What follows belongs to an exercise in optimizing a design on an open flow for small area; a production flow would make more cautious choices.
In this exercise RTL edits were held to simulation tests only and were not proved equivalent to the original.
Power figures rest on the tool's default switching activity, not on a simulated workload.

==> pepper: inputs <==
==> flow/design.v <==
package cnn_pkg;
  localparam int DATA_W = 16;
  localparam int COLS   = 11;
  localparam int ROWS   = 11;
endpackage
module grid_index_counter #(
  parameter  int N  = cnn_pkg::COLS * cnn_pkg::ROWS,
  localparam int IW = (N > 1) ? $clog2(N) : 1
) (
  input  logic          clk,
  input  logic          clear,
  input  logic          advance,
  output logic          last_idx
);
  logic [IW-1:0] idx;
  always_ff @(posedge clk) begin
    if (advance) idx <= clear ? IW'(1) : idx + 1'b1;
    else if (clear) idx <= '0;
  end
  assign last_idx = ((idx & IW'(N - 1)) == IW'(N - 1));
endmodule
module unflatten_stream #(
  parameter int DATA_W = cnn_pkg::DATA_W,
  parameter int COLS   = cnn_pkg::COLS,
  parameter int ROWS   = cnn_pkg::ROWS
) (
  input  logic                     clk,
  input  logic                     rst_n,
  input  logic                     start,
  input  logic                     in_valid,
  output logic                     in_ready,
  input  logic signed [DATA_W-1:0] in_data,
  input  logic                     in_last,
  output logic [COLS*ROWS*DATA_W-1:0] grid_out,
  output logic                     frame_valid,
  input  logic                     frame_ack,
  output logic                     busy,
  output logic                     len_err
);
  localparam int N  = COLS * ROWS;
  localparam int GW = N * DATA_W;
  logic fill_q;    
  logic hold_q;    
  logic accept;
  logic clear;
  logic last_idx;
  logic final_elem;
  assign in_ready    = fill_q;
  assign busy        = fill_q;
  assign frame_valid = hold_q;
  assign accept     = in_valid & fill_q;
  assign clear      = start & (~hold_q | frame_ack);
  assign final_elem = last_idx & ~start & (N != 1);
  grid_index_counter #(
    .N (N)
  ) u_index (
    .clk      (clk),
    .clear    (clear),
    .advance  (accept),
    .last_idx (last_idx)
  );
  always_ff @(posedge clk or negedge rst_n) begin
    if (!rst_n) begin
      fill_q  <= 1'b0;
      hold_q  <= 1'b0;
      len_err <= 1'b0;
    end else if (fill_q) begin
      if (accept) begin
        if (final_elem) begin
          fill_q  <= 1'b0;
          hold_q  <= 1'b1;
          len_err <= len_err | ~in_last;
        end else if (in_last) begin
          fill_q  <= 1'b0;
          len_err <= 1'b1;
        end
      end
    end else if (hold_q) begin
      if (frame_ack) begin
        hold_q <= 1'b0;
        if (start) begin
          fill_q  <= 1'b1;
          len_err <= 1'b0;
        end
      end
    end else if (start) begin
      fill_q  <= 1'b1;
      len_err <= 1'b0;
    end
  end
  always_ff @(posedge clk) begin
    if (accept) grid_out <= {in_data, grid_out[GW-1:DATA_W]};
  end
endmodule
==> flow/flow/run.sh <==
#!/bin/bash
# Standard layout, with the port buffers made from the smallest buffer cell and a clock
# tree of clkbuf_8 sink clusters without dummy loads.
set -euo pipefail
bash standard.sh \
  BUFFER_PORTS_ARGS="-buffer_cell sky130_fd_sc_hd__buf_1" \
  CTS_ARGS="-sink_clustering_enable -repair_clock_nets -dont_use_dummy_load -buf_list sky130_fd_sc_hd__clkbuf_8 -sink_clustering_size 17 -sink_clustering_max_diameter 100" \
  finish > standard.log 2>&1
==> flow/standard.sh <==
#!/bin/bash
# synth_recipe.tcl (not shown) runs the flow's synth.tcl, then flattens the netlist and writes it again
# the make line also repeats each setting of config.mk as NAME=value (left out here)
make -C /OpenROAD-flow-scripts/flow DESIGN_CONFIG=/design/flow/config.mk WORK_HOME=/design/flow/orfs CLKGATE_MAP_FILE= SYNTH_SCRIPT=/design/flow/synth_recipe.tcl "${@:-finish}"
==> flow/config.mk <==
export PLATFORM = sky130hd
export DESIGN_NAME = unflatten_stream
export DESIGN_NICKNAME = unflatten_stream
export VERILOG_FILES = /design/flow/design.v
export SDC_FILE = /design/flow/constraint.sdc
export NUM_CORES = 4
export LEC_CHECK = 0
export CAP_MARGIN = 20
export CORE_AREA = 5 5 715 715
export DIE_AREA = 0 0 720 720
export PLACE_DENSITY = 0.9
export SLEW_MARGIN = 20
==> flow/constraint.sdc <==
create_clock -name core_clock -period 5.0 [get_ports {clk}]
set_input_delay 1.0000 -clock core_clock [delete_from_list [all_inputs] [get_ports {clk}]]
set_output_delay 1.0000 -clock core_clock [all_outputs]
set_load 0.01 [all_outputs]
==> inputs of amber, as changes to pepper <==
- CORE_AREA: 5 5 715 715 -> 5 5 595 595
- DIE_AREA: 0 0 720 720 -> 0 0 600 600
- PLACE_DENSITY: 0.9 -> 0.8
==> inputs of ember, as changes to pepper <==
==> flow/flow/run.sh (replaced) <==
#!/bin/bash
# Standard layout, with the port buffers made from the smallest buffer cell.
set -euo pipefail
bash standard.sh BUFFER_PORTS_ARGS="-buffer_cell sky130_fd_sc_hd__buf_1" finish > standard.log 2>&1
- PLACE_DENSITY: 0.9 -> default
==> notes <==
ember finished with timing, DRC and antenna clean. amber produced a clean layout. pepper went through all stages and came out clean. Against pepper, the total power of ember is larger by 26%. Via count: ember > pepper > amber. The highest hold slack belongs to ember, the lowest to amber. Maximum frequency: ember > pepper > amber. Between pepper and amber, the lower final cell count is in amber (gap about 25%, measured against amber). Against pepper, the register-to-register slack of ember is better by 0.30 ns. The lowest utilization belongs to pepper, the highest to amber. In amber the setup slack is lower than in pepper, by 0.073 ns. Sequential cell count is the same in ember and amber.
==> figures <==
FP Rows: pepper 260; ember 260; amber 216
Cell at the root of the clock tree: pepper clkbuf_8; ember clkbuf_16; amber clkbuf_8
Global-route met3 utilization: pepper 2.33%; ember 2.26%; amber 3.29%
Cell area reported after detailed placement: pepper 75100 µm²; ember 75000 µm²; amber 72300 µm²
Result of the run: pepper complete, no violations; ember complete, no violations; amber complete, no violations
Core footprint: pepper 502000 µm²; ember 502000 µm²; amber 346000 µm²
Start point of the worst hold path: pepper in_data[3]; ember in_data[6]; amber in_data[4]
Final WS setup: pepper 1.95 ns; ember 2.03 ns; amber 1.88 ns
Worst-Skew Late Latency: pepper 0.90 ns; ember 0.90 ns; amber 0.91 ns
Overall die height: pepper 720 µm; ember 720 µm; amber 600 µm
Initial detailed-routing violation count: pepper 3296; ember 2592; amber 4112
Power per cell area: pepper 363 nW/µm²; ember 431 nW/µm²; amber 374 nW/µm²
Worst Path Arrival: pepper 2.05 ns; ember 1.97 ns; amber 2.12 ns
Pin count of the biggest net entering global routing: pepper 118; ember 153; amber 164
Power in the clock group: pepper 7450 µW; ember 14600 µW; amber 7260 µW
FILL cells: pepper 54.6k; ember 54.7k; amber 35.9k
Cell-internal power: pepper 21600 µW; ember 27000 µW; amber 21500 µW
Post-route cell area: pepper 77300 µm²; ember 81500 µm²; amber 74300 µm²
Overall track demand over capacity in global routing: pepper 8.12%; ember 7.51%; amber 10.7%
Critical Path Slowest Stage Cell: pepper dfrtp_1; ember edfxtp_1; amber edfxtp_1

afterwards: timing with drivers on the ports:
In the flow no input, the clock included, has a driving cell. The finished layouts below were timed again as built, in two steps.
Step 1, drivers: a clkbuf_16 drives clk and a buf_2 each remaining input, both assumed.
Step 2 times the ports against the registers' clock, not the clock port: input delays grow and output delays shrink by t, the midpoint of the rising clock arrivals with the driver on.
Three values: ideal ports, drivers, drivers and shift; two values: the first two.
| run | t, ns | setup slack, ns | worst hold slack (ns) |
|---|---|---|---|
| pepper | 0.960 | 1.950 / 1.873 / 1.657 | 0.254 / 0.227 / 0.388 |
| amber | 0.930 | 1.877 / 1.804 / 1.851 | 0.249 / 0.202 / 0.407 |
| ember | 0.933 | 2.027 / 1.942 / 1.854 | 0.265 / 0.204 / 0.397 |
After both steps setup and hold are still met in every run listed. For pepper, which loses most, drivers alone change the setup slack by -0.077 ns; drivers and shift together by -0.293 ns.
